This design comes from an exercise in tuning for small area and a short achievable clock period on the open sky130 flow, not from production work.
In this exercise RTL edits were held to simulation tests only and were not proved equivalent to the original.

### config.mk
export PLATFORM = sky130hd
export DESIGN_NAME = sdn_deparser_emission_core
export DESIGN_NICKNAME = sdn_deparser_emission_core
export VERILOG_FILES = /design/flow/design.v
export SDC_FILE = /design/flow/constraint.sdc
export NUM_CORES = 4
export LEC_CHECK = 0
export CAP_MARGIN = 20
export CORE_MARGIN = 2
export CORE_UTILIZATION = 25
export SETUP_SLACK_MARGIN = 0.2
export SLEW_MARGIN = 20
### constraint.sdc
create_clock -name core_clock -period 8.0 [get_ports {clk}]
set_input_delay 1.6000 -clock core_clock [delete_from_list [all_inputs] [get_ports {clk}]]
set_output_delay 1.6000 -clock core_clock [all_outputs]
set_load 0.01 [all_outputs]
### design.v
package sdn_parser_pkg;
    localparam int PRS_DATA_W       = 512;
    localparam int PRS_OFFSET_W     = 32;
    localparam int DEP_FIELD_W      = 128;
    localparam int HEAD_FIELD_LEN_W = 9;
    localparam int FILL_W = $clog2(PRS_DATA_W) + 1;
    localparam int BITS_W = HEAD_FIELD_LEN_W + 1;
    localparam int EXT_W  = PRS_DATA_W + DEP_FIELD_W;
    typedef enum logic {
        PACK  = 1'b0,
        FLUSH = 1'b1
    } dep_state_t;
endpackage
import sdn_parser_pkg::*;
module sdn_deparser_bit_packer
(
    input  logic [PRS_DATA_W-1:0]       acc,
    input  logic [FILL_W-1:0]           fill,
    input  logic [DEP_FIELD_W-1:0]      field,
    input  logic [HEAD_FIELD_LEN_W-1:0] n,
    output logic [PRS_DATA_W-1:0]       next_acc,
    output logic [PRS_DATA_W-1:0]       word_out,
    output logic                        word_done,
    output logic [FILL_W-1:0]           next_fill
);
    logic [DEP_FIELD_W-1:0] masked;
    logic [FILL_W-1:0]      sum;
    logic [FILL_W-1:0]      rem;
    logic [FILL_W-1:0]      shamt;
    logic [EXT_W-1:0]       placed;
    logic [EXT_W-1:0]       merged;
    assign masked    = field & ~({DEP_FIELD_W{1'b1}} << n);
    assign sum       = fill + FILL_W'(n);
    assign shamt     = FILL_W'(EXT_W) - sum;
    assign placed    = {{PRS_DATA_W{1'b0}}, masked} << shamt;
    assign merged    = {acc, {DEP_FIELD_W{1'b0}}} | placed;
    assign word_done = (sum >= FILL_W'(PRS_DATA_W));
    assign rem       = sum - FILL_W'(PRS_DATA_W);
    assign word_out  = merged[EXT_W-1 -: PRS_DATA_W];
    assign next_acc  = word_done ? {merged[DEP_FIELD_W-1:0], {(PRS_DATA_W-DEP_FIELD_W){1'b0}}}
                                 : merged[EXT_W-1 -: PRS_DATA_W];
    assign next_fill = word_done ? rem : sum;
endmodule
import sdn_parser_pkg::*;
module sdn_deparser_emission_core
(
    input  logic                        clk,
    input  logic                        resetn,
    input  logic [PRS_OFFSET_W-1:0]     dep_start_addr_i,
    input  logic [DEP_FIELD_W-1:0]      dep_field_data_i,
    input  logic [HEAD_FIELD_LEN_W-1:0] dep_field_len_i,
    input  logic                        dep_field_valid_i,
    input  logic                        dep_field_last_i,
    output logic                        dep_field_ready_o,
    output logic [PRS_DATA_W-1:0]       dep_data_word_o,
    output logic                        dep_data_valid_o,
    input  logic                        dep_data_ready_i,
    output logic                        dep_data_last_o,
    output logic [BITS_W-1:0]           dep_data_bits_o,
    output logic [PRS_OFFSET_W-1:0]     dep_finish_addr_o,
    output logic                        dep_finished_o,
    output logic                        dep_hold_en_o
);
    sdn_parser_pkg::dep_state_t state_q;
    sdn_parser_pkg::dep_state_t state_d;
    logic [PRS_DATA_W-1:0]       acc_q;
    logic [FILL_W-1:0]           fill_q;
    logic [PRS_OFFSET_W-1:0]     tot_q;
    logic [PRS_OFFSET_W-1:0]     hdr_start_q;
    logic                        in_hdr_q;
    logic [PRS_DATA_W-1:0]       word_q;
    logic [BITS_W-1:0]           bits_q;
    logic                        valid_q;
    logic                        last_q;
    logic [PRS_OFFSET_W-1:0]     pend_addr_q;
    logic [PRS_OFFSET_W-1:0]     finish_addr_q;
    logic                        finished_q;
    logic                        defer_q;
    logic [PRS_OFFSET_W-1:0]     defer_addr_q;
    logic                        field_ready;
    logic                        accept;
    logic                        out_fire;
    logic                        last_hs;
    logic                        zero_done;
    logic [HEAD_FIELD_LEN_W-1:0] field_n;
    logic [PRS_DATA_W-1:0]       pk_next_acc;
    logic [PRS_DATA_W-1:0]       pk_word;
    logic                        pk_done;
    logic [FILL_W-1:0]           pk_next_fill;
    logic [PRS_OFFSET_W-1:0]     tot_next;
    logic [PRS_OFFSET_W-1:0]     start_eff;
    logic [PRS_OFFSET_W-1:0]     done_addr;
    assign field_n = (dep_field_len_i > HEAD_FIELD_LEN_W'(DEP_FIELD_W))
                   ? HEAD_FIELD_LEN_W'(DEP_FIELD_W) : dep_field_len_i;
    sdn_deparser_bit_packer u_packer (
        .acc       (acc_q),
        .fill      (fill_q),
        .field     (dep_field_data_i),
        .n         (field_n),
        .next_acc  (pk_next_acc),
        .word_out  (pk_word),
        .word_done (pk_done),
        .next_fill (pk_next_fill)
    );
    assign out_fire  = valid_q && dep_data_ready_i;
    assign last_hs   = out_fire && last_q;
    assign accept    = field_ready && dep_field_valid_i;
    assign tot_next  = tot_q + PRS_OFFSET_W'(field_n);
    assign start_eff = in_hdr_q ? hdr_start_q : dep_start_addr_i;
    assign done_addr = start_eff + tot_next;
    assign zero_done = accept && dep_field_last_i && !pk_done && (pk_next_fill == '0);
    always_comb begin
        state_d     = state_q;
        field_ready = 1'b0;
        case (state_q)
            PACK: begin
                field_ready = !valid_q || dep_data_ready_i;
                if (field_ready && dep_field_valid_i && dep_field_last_i &&
                    pk_done && (pk_next_fill != '0))
                    state_d = FLUSH;
            end
            FLUSH: begin
                if (out_fire)
                    state_d = PACK;
            end
            default: state_d = PACK;
        endcase
    end
    always_ff @(posedge clk or negedge resetn) begin
        if (!resetn) begin
            state_q       <= PACK;
            acc_q         <= '0;
            fill_q        <= '0;
            tot_q         <= '0;
            hdr_start_q   <= '0;
            in_hdr_q      <= 1'b0;
            word_q        <= '0;
            bits_q        <= '0;
            valid_q       <= 1'b0;
            last_q        <= 1'b0;
            pend_addr_q   <= '0;
            finish_addr_q <= '0;
            finished_q    <= 1'b0;
            defer_q       <= 1'b0;
            defer_addr_q  <= '0;
        end else begin
            state_q <= state_d;
            if (out_fire)
                valid_q <= 1'b0;
            if ((state_q == FLUSH) && out_fire) begin
                word_q  <= acc_q;
                bits_q  <= BITS_W'(fill_q);
                last_q  <= 1'b1;
                valid_q <= 1'b1;
                acc_q   <= '0;
                fill_q  <= '0;
            end
            if (accept) begin
                acc_q  <= pk_next_acc;
                fill_q <= pk_next_fill;
                if (dep_field_last_i) begin
                    tot_q       <= '0;
                    in_hdr_q    <= 1'b0;
                    pend_addr_q <= done_addr;
                end else begin
                    tot_q       <= tot_next;
                    in_hdr_q    <= 1'b1;
                    hdr_start_q <= start_eff;
                end
                if (pk_done) begin
                    word_q  <= pk_word;
                    bits_q  <= BITS_W'(PRS_DATA_W);
                    last_q  <= dep_field_last_i && (pk_next_fill == '0);
                    valid_q <= 1'b1;
                end else if (dep_field_last_i) begin
                    acc_q  <= '0;
                    fill_q <= '0;
                    if (pk_next_fill != '0) begin
                        word_q  <= pk_next_acc;
                        bits_q  <= BITS_W'(pk_next_fill);
                        last_q  <= 1'b1;
                        valid_q <= 1'b1;
                    end
                end
            end
            finished_q <= 1'b0;
            if (defer_q) begin
                finished_q    <= 1'b1;
                finish_addr_q <= defer_addr_q;
                defer_q       <= zero_done;
                defer_addr_q  <= done_addr;
            end else if (last_hs) begin
                finished_q    <= 1'b1;
                finish_addr_q <= pend_addr_q;
                defer_q       <= zero_done;
                defer_addr_q  <= done_addr;
            end else if (zero_done) begin
                finished_q    <= 1'b1;
                finish_addr_q <= done_addr;
            end
        end
    end
    assign dep_field_ready_o = field_ready;
    assign dep_hold_en_o     = !field_ready;
    assign dep_data_word_o   = word_q;
    assign dep_data_valid_o  = valid_q;
    assign dep_data_last_o   = last_q;
    assign dep_data_bits_o   = bits_q;
    assign dep_finish_addr_o = finish_addr_q;
    assign dep_finished_o    = finished_q;
endmodule
### run.sh
#!/bin/bash
# synth_recipe.tcl (not shown) runs the flow's synth.tcl, then flattens the netlist and writes it again
# the make line also repeats each setting of config.mk as NAME=value (left out here)
make -C /OpenROAD-flow-scripts/flow DESIGN_CONFIG=/design/flow/config.mk WORK_HOME=/design/flow/orfs CLKGATE_MAP_FILE= SYNTH_SCRIPT=/design/flow/synth_recipe.tcl finish
==> summary.txt <==
## through the flow
stage | std cells | setup WS [ns] | TNS [ns] | util [%] | hold slack, ns
after floorplan | 8997 | 0.271 | 0 | - | 0.439
after global placement | 14300 | -0.199 | -1.43 | 32.3 | 0.449
after detailed placement | 14300 | -0.0912 | -0.480 | 32.3 | 0.457
after CTS | 14600 | 0.749 | 0 | 33.9 | 0.470
after global routing | 14600 | 0.251 | 0 | 33.9 | 0.489
final | 14600 | 0.672 | 0 | 34.0 | 0.462
## final cells by class
cell class / count / share of cell area (%)
well taps: 3978 / 4.83
multi-input cells: 6919 / 41.5
clock inverters: 51 / 0.642
flip-flops and latches: 1210 / 29.4
repair buffers: 2154 / 19.1
diodes: 37 / 0.0899
clock buffers: 211 / 4.15
inverters: 79 / 0.289
## cells in the mapped netlist, types with 57 or more instances
cell	n
mux2_2	114
nand3_1	134
nor3_1	159
a211oi_1	181
o22ai_1	224
buf_2	215
o31ai_1	64
buf_1	70
a22oi_1	118
nor2_1	910
a21oi_1	941
o211ai_1	112
a221oi_1	130
a32oi_1	57
mux4_2	57
o21a_1	75
a31oi_1	129
dfrtp_1	1210
o21ai_1	60
inv_1	76
a2111oi_0	66
a22o_1	71
nand2_1	1155
o21ai_0	694
and3_1	129
mux2i_1	217
clkbuf_1	467
and2_1	60
o221ai_1	69
a21o_1	75
## worst max path at each step
stage | startpoint | endpoint | slack, ns
finish | dep_field_len_i[7] | word_q[60]$_DFF_PN0_ | 0.67
global route | dep_field_len_i[7] | finish_addr_q[27]$_DFFE_PN0P_ | 0.25
CTS | dep_field_len_i[7] | pend_addr_q[29]$_DFFE_PN0P_ | 0.75
detailed placement | dep_field_len_i[7] | pend_addr_q[31]$_DFFE_PN0P_ | -0.09
global placement | dep_field_len_i[7] | defer_addr_q[29]$_DFFE_PN0P_ | -0.20
floorplan | dep_field_len_i[8] | pend_addr_q[31]$_DFFE_PN0P_ | 0.27
## worst register-to-register path, cell delays in order (launching register included)
cell,delay (ns)
dfrtp_1,0.43
ha_4,0.21
fa_1,0.52
inv_1,0.08
ha_4,0.30
buf_12,0.20
nor2_1,0.63
nand2_1,0.16
buf_4,0.21
o32ai_1,0.22
a311oi_1,0.09
buf_4,0.19
mux2i_1,0.40
mux2_2,0.50
inv_1,0.12
mux2_2,0.32
o22ai_1,0.67
buf_4,0.34
a21oi_1,0.09
o21ai_0,0.14
## layer usage
layer	up-vias	GRT usage (%)	wire, µm
met5	-	0.391	169
met4	22	19.4	37500
met3	1316	11.8	66100
met2	6153	49.4	228000
met1	45100	45.1	224000
li1	36900	-	-
## flip-flops by register name, summed over array words and instances (netlist names)
name,cells
fill_q,10
finish_addr_q,32
hdr_start_q,32
defer_addr_q,32
in_hdr_q,1
defer_q,1
bits_q,10
pend_addr_q,32
word_q,512
last_q,1
acc_q,512
valid_q,1
tot_q,32
finished_q,1
state_q,1
## timing repair
item / CTS / global route
gates resized for setup: 0 / 2
setup buffers: 0 / 0
hold buffers: 0 / 0
endpoints found under the setup margin: 0 / 9
## logic make-up (layout without fill, tap and decap cells)
group	after synthesis	after routing
fa+ha+maj	54	54
simple gates	2810	2810
buf+inv	868	2495
mux	391	391
other cells	1	39
compound gates	3586	3586
xor+xnor	76	76
flops	1210	1210
## cell usage in the layout, fill, tap and decap left out, types with 61 or more instances in the layout
master           instances
buf_12                 137
o31ai_1                 61
o211ai_1               112
o21ai_0                693
a2111oi_0               65
o21a_1                  75
clkdlybuf4s50_1        725
a22oi_1                118
dfrtp_1               1209
buf_4                 1283
a31oi_1                128
nor3_1                 156
a21oi_1                936
clkbuf_16              151
nor2_1                 893
a221oi_1               130
mux2i_1                215
a21o_1                  75
inv_1                   74
a22o_1                  71
a211oi_1               180
o221ai_1                68
and3_1                 128
mux2_2                 114
o22ai_1                224
nand3_1                133
nand2_1               1146
==> metrics.md <==
| Metric | Value |
|---|---|
| Fmax | `136 MHz` |
| Cell taking the most area after synthesis | `dfrtp_1` |
| Crit path max-delay family | `buffers and inverters` |
| Critical path class | `in2reg` |
| Slew margin rel. | `roughly an eighth` |
| Crit path top cell by count | `buf_4` |
| Mux cell area share after synthesis | `under 10%` |
| Vias in the first global route | `about 83,000` |
| Post-synth ARST share | `between 90% and 100%` |
| Reg-to-Reg Start | `fill_q[0]$_DFFE_PN0P_` |
| Status | `no timing/DRC/antenna violations` |
| Cells after synthesis | `around 9,000` |
| Clock Pin Slew Worst Setup and Hold Paths | `~0.060 ns` |
| Initial drt markers | `approximately 14,000` |
| Die H | `about 560 µm` |
| Initial antenna violation count | `57` |
| Synth warn | `1` |
| Reg2reg end | `word_q[60]$_DFF_PN0_` |
| H-tree depth | `4` |
| CP endpoint kind | `flop` |
| Total of max-cap violations | `0` |
| RSZ-0062 raised after global routing | `no` |
| Ys flop type | `dfrtp_1` |
| Crit-path max FO | `36` |
| Period minus WS final | `around 7.3 ns` |
| Worst hold endpoint | `defer_addr_q[1]$_DFFE_PN0P_` |
| Vias/cell | `6.11` |
| CP required | `8.79 ns` |
| Vias | `~89,000` |
| CTS max path bufs | `4` |
| FF+latch count, synth | `between 1,000 and 1,500` |
| CTS buffer count | `150` |
| Filler instances | `approximately 32,000` |
| Die width | `roughly 560 µm` |
| Adder-cell share of the synthesized area | `less than 1%` |
| Register Area | `0.0303 mm²` |
| Share of cells above drive strength 1 | `19.1%` |
| Sequential element share of the synthesized area | `39.7%` |
| Critical Path AT | `8.12 ns` |
| Die ar. | `about 0.31 mm²` |
| Post-synth top area share | `approximately two fifths` |
| PortBufs | `roughly 730` |
| Worst Max-Slew Pin Slew | `about 1.3 ns` |
| Xor/xnor share of the synthesized area | `0.938%` |
| Element type at the critical path start | `input pin` |
| Gr usage total | `approximately a third` |
| Post-synth cell types | `125` |
| DRT antenna net count | `0` |
| Pre-Repair DR Iteration Count | `7` |
| R2r worst-path depth | `19` |
| Synth Area in Simple Gates | `between 10% and 20%` |
| # setup viols final | `0` |
| Complex-gate fraction of the synthesized area | `between 30% and 40%` |
| Min-Delay Path Class | `reg2reg` |
| Wire per inst | `~38 µm` |
| Post-Syn Area | `approximately 0.076 mm²` |
| Area growth from synthesis to layout | `35.0%` |
| Gpl congestion | `between 1 and 1.5` |
| CTS tree | `yes` |
| Post-route DRC | `0` |
| Drt total wl | `around 560 mm` |
| First-pass GRT wire length | `between 700 and 800 mm` |
| HPWL after DPL | `434 mm` |
| Period utilization | `between 90% and 100%` |
| Largest net degree at the start of global routing | `around 180` |
| Clock Sink Count | `approximately 1,200` |
| Cell Area, Placed | `0.0980 mm²` |
| Top-level I/O count | `approximately 730` |
| Final Instance Area | `0.103 mm²` |
| Instance count on the critical path | `25` |
| Mean area per synthesized cell | `roughly 8.5 µm²` |
| Nets@finish | `~11,000` |
| Total congestion overflow | `0` |
| Worst hold start | `defer_addr_q[1]$_DFFE_PN0P_` |
| Critical path buffers and inverters | `10` |
| CTS Root Cell | `clkbuf_16` |
| Worst path max stage delay | `between 0.6 and 0.7 ns` |
| Final hold viol count | `0` |
| Largest family of logic cells by synthesized area | `compound AO/OA/AOI/OAI gates` |
| Slowest CP cell | `o22ai_1` |
| Post-synth EDFFs | `0` |
| Hold path depth | `2` |
| Max Slew Vio Count | `0` |
| Skew final | `0.119 ns` |
| Starting density of the core | `between 20% and 30%` |
| R2r setup slk | `about 2.2 ns` |
| FP Rows | `202` |
| Skew-Pair Late Insertion Delay | `0.92 ns` |
| Area of the multi-input gates | `roughly 0.043 mm²` |
| Placeable Area | `approximately 0.30 mm²` |
| Synth area leaders | `dfrtp_1, a21oi_1, nand2_1` |

-- afterwards: timing with drivers on the ports --
The results above use ideal ports. As a check the final layout listed here was re-extracted and re-timed, cells and wires unchanged.
Step 1: set_driving_cell puts a clkbuf_16 on clk and a buf_2 on each other input, an assumption about the parent block.
Step 2 times the ports against the registers' clock, not the clock port: input delays grow and output delays shrink by t, the midpoint of the rising clock arrivals with the driver on.
a / b / c = no drivers / after step 1 / after step 2; a / b = the first two.
t (ns): 0.967
setup slack, ns: 0.672 / 0.750 / -0.217
worst setup path after step 2: input to register
cell pins on the clock port's net: 1
Met with ideal ports but missed after step 2: setup timing in this run. For this run, drivers alone change the setup slack by +0.078 ns; drivers and shift together by -0.889 ns.
